Source: an optimization exercise on an open RTL-to-GDS flow (aim: small area, a short achievable clock period and few clock cycles per item). Production flows keep margins and buffers that such runs may drop. Only simulation tests tie the RTL to the original design; equivalence was not proved.

==> v35: inputs <==
## trial_division_prime_factorizer_unit
module trial_division_prime_factorizer_unit #(
	parameter int MAX_DIVISOR = 1048576
) (
	input  logic                         clk,
	input  logic                         arst_n,
	input  logic                         s_tvalid,
	output logic                         s_tready,
	input  logic [tdpf_pkg::NUM_W-1:0]   s_tdata,   
	output logic                         m_tvalid,
	input  logic                         m_tready,
	output logic [tdpf_pkg::TDATA_W-1:0] m_tdata,   
	output logic [tdpf_pkg::STATUS_W-1:0] m_tuser,  
	output logic                         m_tlast,
	input  logic                         cfg_valid,
	output logic                         cfg_ready,
	input  logic [tdpf_pkg::CFG_W-1:0]   cfg_data   
);
make LEC_CHECK=0 CAP_MARGIN=20 CORE_MARGIN=2 CORE_UTILIZATION=60 SETUP_SLACK_MARGIN=1.3 SLEW_MARGIN=20 finish   # period 6.0 ns
run.sh (not shown) runs the stock make flow with config.mk's settings and CLKGATE_MAP_FILE= SYNTH_SCRIPT=/design/flow/synth_recipe.tcl, a recipe that flattens the netlist after the stock synthesis.
==> v23: changes against v35 <==
--- a/flow/design.v
+++ b/flow/design.v
@@ -2574,11 +2574,11 @@
 	input  logic [tdpf_pkg::CFG_W-1:0]   cfg_data   
 );
 	localparam int K  = 4;                    
 	localparam int W  = 20;                   
 	localparam int WN = 10;                   
-	localparam int M  = 6;                    
+	localparam int M  = 4;                    
 	localparam int NC = (64 + K - 1) / K;     
 	localparam int CW = $clog2(NC);
 	localparam int LI = (M > 1) ? $clog2(M) : 1;
 	typedef enum logic [3:0] {
 		S_IDLE, S_TWO, S_SEL, S_TEST, S_EVAL, S_WRITE, S_WB, S_OUT
--- a/flow/config.mk
+++ b/flow/config.mk
@@ -5,8 +5,8 @@
 export SDC_FILE = /design/flow/constraint.sdc
 export NUM_CORES = 4
 export LEC_CHECK = 0
 export CAP_MARGIN = 20
 export CORE_MARGIN = 2
-export CORE_UTILIZATION = 60
-export SETUP_SLACK_MARGIN = 1.3
+export CORE_UTILIZATION = 65
+export SETUP_SLACK_MARGIN = 1.0
 export SLEW_MARGIN = 20
==> v18: changes against v35 <==
--- a/flow/design.v
+++ b/flow/design.v
@@ -2574,11 +2574,11 @@
 	input  logic [tdpf_pkg::CFG_W-1:0]   cfg_data   
 );
 	localparam int K  = 4;                    
 	localparam int W  = 20;                   
 	localparam int WN = 10;                   
-	localparam int M  = 6;                    
+	localparam int M  = 4;                    
 	localparam int NC = (64 + K - 1) / K;     
 	localparam int CW = $clog2(NC);
 	localparam int LI = (M > 1) ? $clog2(M) : 1;
 	typedef enum logic [3:0] {
 		S_IDLE, S_TWO, S_SEL, S_TEST, S_EVAL, S_WRITE, S_WB, S_OUT
@@ -2618,15 +2618,13 @@
 	logic [5:0]    cnt2_q;
 	logic [3:0]    top_q;
 	logic          ne_q;        
 	logic [5:0]    tcnt_q;      
 	logic          same_q;      
-	logic          ov_q;
-	logic          spec_q;      
-	logic          one_q;       
-	logic          extra_q;     
-	logic          cof_q;       
+	logic          ov_q, olast_q, ocof_q;
+	logic [1:0]    ouser_q;
+	logic [19:0]   ofac_q;
 	function automatic logic [6:0] bitlen64(input logic [63:0] x);
 		bitlen64 = '0;
 		for (int i = 0; i < 64; i++) if (x[i]) bitlen64 = 7'(i + 1);
 	endfunction
 	function automatic logic [4:0] bitlen20(input logic [19:0] x);
@@ -2656,12 +2654,12 @@
 	logic [WN:0]   cn_st [M];
 	logic          cin_st [M];
 	logic [K-1:0]  bn [M];
 	logic [M-1:0]  hit;
 	assign pext = (64+W+K*NC)'(p_q);
-	assign h0   = (state_q == S_WB) ? '0 : pext[W + K * cyc_q +: K];
-	assign hn   = (state_q == S_WB) ? '0 : pext[WN + K * cyc_q +: K];
+	assign h0   = pext[W + K * cyc_q +: K];
+	assign hn   = pext[WN + K * cyc_q +: K];
 	tdpf_step_w20_k4 u_lane0 (
 		.s (s0_q), .c (c0_q), .cin (ci0_q), .d (d0_q), .h (h0),
 		.s_n (s0_st), .c_n (c0_st), .cin_n (ci0_st), .b (b0)
 	);
 	function automatic logic eqd0(input logic [W:0] s, input logic [W:0] c, input logic ci,
@@ -2736,35 +2734,32 @@
 		.rprime (st_rprime),
 		.caddr  (st_caddr),
 		.rcnt   (st_rcnt)
 	);
 	assign m_tvalid = ov_q;
-	logic        last;
-	logic [19:0] fac;
-	logic        cof_now, fin_extra;
+	assign m_tlast  = olast_q;
+	assign m_tuser  = ouser_q;
+	assign m_tdata  = {3'b000, ocof_q ? p_q : 64'd0, 1'b0, ofac_q};
+	assign s_tready = (state_q == S_IDLE);
+	logic        produce;
+	logic [19:0] nfac;
+	logic        nlast;
+	logic        extra_now, cof_now;
+	assign extra_now = (state_q != S_OUT) && (p_q[63:1] != '0);
 	assign cof_now   = (p_q[63:21] != '0) || (p_q[20:0] > lim_q);
-	assign fin_extra = p_q[63:1] != '0;
 	always_comb begin
-		if (spec_q) begin
-			fac  = '0;
-			last = 1'b1;
-		end else if (extra_q) begin
-			fac  = cof_q ? 20'd0 : p_q[19:0];
-			last = !ne_q && cnt2_q == '0;
+		if (extra_now) begin
+			nfac  = cof_now ? 20'd0 : p_q[19:0];
+			nlast = !ne_q && cnt2_q == '0;
 		end else if (ne_q) begin
-			fac  = {st_rprime, 1'b1};
-			last = tcnt_q == 6'd1 && top_q == '0 && cnt2_q == '0;
+			nfac  = {st_rprime, 1'b1};
+			nlast = tcnt_q == 6'd1 && top_q == '0 && cnt2_q == '0;
 		end else begin
-			fac  = 20'd2;
-			last = cnt2_q == 6'd1;
+			nfac  = 20'd2;
+			nlast = cnt2_q == 6'd1;
 		end
 	end
-	assign m_tlast  = last;
-	assign m_tuser  = spec_q ? (one_q ? tdpf_pkg::STAT_ONE : tdpf_pkg::STAT_ZERO) :
-	                  (extra_q && cof_q) ? tdpf_pkg::STAT_COF : tdpf_pkg::STAT_FACTOR;
-	assign m_tdata  = {3'b000, (extra_q && cof_q) ? p_q : 64'd0, 1'b0, fac};
-	assign s_tready = (state_q == S_IDLE);
 	logic [W-1:0]  cand0;
 	logic          have0, ds_ok, ds_fits, ds_use, fin_now, go_batch, try_batch;
 	logic [M-1:0]  en_next;
 	logic [4:0]    bd0;
 	assign ds_ok   = pv_q && !gt_q;
@@ -2897,19 +2892,20 @@
 				end
 				S_TEST: if (left_q[7] || left_q <= 8'(K)) state_q <= S_EVAL;
 				S_WRITE: if (left_q[7] || left_q <= 8'(K)) state_q <= S_WB;
 				S_WB: state_q <= S_EVAL;
 				S_OUT: begin
-					if (out_acc && last) begin
+					if (out_acc && olast_q) begin
 						state_q <= S_IDLE;
 						ov_q    <= 1'b0;
 					end
 				end
 				default: state_q <= S_IDLE;
 			endcase
 		end
 	end
+	assign produce = fin_now || (state_q == S_OUT && out_acc && !olast_q);
 	always_ff @(posedge clk) begin
 		if (state_q == S_IDLE) begin
 			ds_q    <= 21'd3;
 			bds_q   <= 5'd2;
 			pv_q    <= 1'b1;
@@ -2948,19 +2944,17 @@
 				lim_q   <= lim_next;
 				cnt2_q  <= '0;
 				ne_q    <= 1'b0;
 				same_q  <= 1'b0;
 				l_q     <= bitlen64(s_tdata);
-				spec_q  <= s_tdata[63:1] == '0;
-				one_q   <= s_tdata[0];
+				ouser_q <= s_tdata[0] ? tdpf_pkg::STAT_ONE : tdpf_pkg::STAT_ZERO;
+				olast_q <= 1'b1;
+				ocof_q  <= 1'b0;
+				ofac_q  <= '0;
 			end
 			S_TWO: begin
-				if (p_q[3:0] == '0) begin
-					p_q    <= {4'd0, p_q[63:4]};
-					cnt2_q <= cnt2_q + 6'd4;
-					l_q    <= l_q - 7'd4;
-				end else if (!p_q[0]) begin
+				if (!p_q[0]) begin
 					p_q    <= {1'b0, p_q[63:1]};
 					cnt2_q <= cnt2_q + 6'd1;
 					l_q    <= l_q - 7'd1;
 				end
 			end
@@ -3024,20 +3018,20 @@
 				end else begin
 					d0_q <= ds_q[W-1:0];
 				end
 			end
 		end
-		if (state_q == S_TEST || state_q == S_WRITE || state_q == S_WB) begin
+		if (state_q == S_TEST || state_q == S_WRITE) begin
 			s0_q  <= s0_st;
 			c0_q  <= c0_st;
 			ci0_q <= ci0_st;
 			for (int i = 1; i < M; i++) begin
 				sn_q[i]  <= sn_st[i];
 				cn_q[i]  <= cn_st[i];
 				cin_q[i] <= cin_st[i];
 			end
-		end else begin
+		end else if (state_q != S_WB) begin
 			s0_q  <= {1'b0, p_q[W-1:0]};
 			c0_q  <= '0;
 			ci0_q <= 1'b0;
 			for (int i = 1; i < M; i++) begin
 				sn_q[i]  <= {1'b0, p_q[WN-1:0]};
@@ -3054,25 +3048,26 @@
 			sr_q  <= '0;
 			cr_q  <= '0;
 			cir_q <= 1'b0;
 			qr_q  <= '0;
 		end
-		if (fin_now) begin
-			extra_q <= fin_extra;
-			cof_q   <= cof_now;
-		end else if (state_q == S_OUT && out_acc) begin
-			if (extra_q) begin
-				extra_q <= 1'b0;
-			end else if (ne_q) begin
-				if (tcnt_q == 6'd1) begin
-					if (top_q == '0) ne_q <= 1'b0;
-					top_q  <= top_q - 4'd1;
-					tcnt_q <= st_rcnt;
+		if (produce) begin
+			ofac_q  <= nfac;
+			olast_q <= nlast;
+			ocof_q  <= extra_now && cof_now;
+			ouser_q <= (extra_now && cof_now) ? tdpf_pkg::STAT_COF : tdpf_pkg::STAT_FACTOR;
+			if (!extra_now) begin
+				if (ne_q) begin
+					if (tcnt_q == 6'd1) begin
+						if (top_q == '0) ne_q <= 1'b0;
+						top_q  <= top_q - 4'd1;
+						tcnt_q <= st_rcnt;
+					end else begin
+						tcnt_q <= tcnt_q - 6'd1;
+					end
 				end else begin
-					tcnt_q <= tcnt_q - 6'd1;
+					cnt2_q <= cnt2_q - 6'd1;
 				end
-			end else begin
-				cnt2_q <= cnt2_q - 6'd1;
 			end
 		end
 	end
 endmodule
--- a/flow/config.mk
+++ b/flow/config.mk
@@ -5,8 +5,8 @@
 export SDC_FILE = /design/flow/constraint.sdc
 export NUM_CORES = 4
 export LEC_CHECK = 0
 export CAP_MARGIN = 20
 export CORE_MARGIN = 2
-export CORE_UTILIZATION = 60
-export SETUP_SLACK_MARGIN = 1.3
+export CORE_UTILIZATION = 40
+export SETUP_SLACK_MARGIN = 1.5
 export SLEW_MARGIN = 20
==> summary.txt <==
- The highest via count belongs to v35, the lowest to v23.
- Worst hold slack: v18 > v23 > v35.
- Between v23 and v35, the lower utilization is in v35 (gap 4.0 points).
- The lowest sequential share of layout area belongs to v35, the highest to v23.
- Non-clock buffer count, highest first: v18, v35, v23.
- v18 ran to the end with no violations. v35 went through all stages and came out clean. v23 completed without violations.
==> figures <==
item	v23	v18	v35
Result of the run	timing/DRC/antenna clean	timing/DRC/antenna clean	timing/DRC/antenna clean
Total clock sinks	771	807	858
Syn_area_per_cell	10.20 µm²	10.23 µm²	10.05 µm²
Clock tree skew after final layout	0.05879 ns	0.05890 ns	0.02902 ns
Die boundary height	286.1 µm	370.8 µm	318.3 µm
Met3 wirelength from detailed routing	15620 µm	14580 µm	18650 µm
Starting DRT DRC Count	4696	4399	5156
Buffers and inverters on the worst path	5	6	7
Proportion of cell area occupied by multi-input gates	0.4865	0.4581	0.4950
Initial core utilization	0.6557	0.4031	0.6041
Synthesized-area fraction occupied by and/or/nand/nor cells	0.1437	0.1461	0.1456
Synth Cell Area	51720 µm²	53800 µm²	59280 µm²
Number of placed cells counting well taps	6171	7078	7228
Testbench counts of v35, summed over its fixed seeds: cycles 52,381, items 320.
Testbench counts of v23, summed over its fixed seeds: cycles 63,615, items 320.
Testbench counts of v18, summed over its fixed seeds: cycles 64,180, items 320.

## static timing again, ports no longer ideal
The flow's constraints put no driver on any port. The routed layouts listed below were extracted and timed again, unchanged, in two steps.
Step 1, drivers: a clkbuf_16 drives clk and a buf_2 each remaining input, both assumed.
Step 2 also shifts input and output timing later by t, the mid clock arrival at the registers, as if the neighbouring blocks saw the same clock.
a / b / c = no drivers / after step 1 / after step 2; a / b = the first two.
run | shift t [ns] | setup WS [ns] | worst hold slack (ns) | worst setup path at the end | worst data-port slew with drivers (ns)
v35 | 0.768 | 1.137 / 1.137 / 1.137 | 0.470 / 0.470 / 0.470 | register to register | 0.04
v23 | 0.722 | 0.932 / 0.865 / 1.110 | 0.480 / 0.480 / 0.480 | register to register | 0.05
v18 | 0.791 | 1.023 / 1.023 / 1.023 | 0.485 / 0.485 / 0.485 | register to register | 0.05
After both steps every run listed still meets setup and hold.
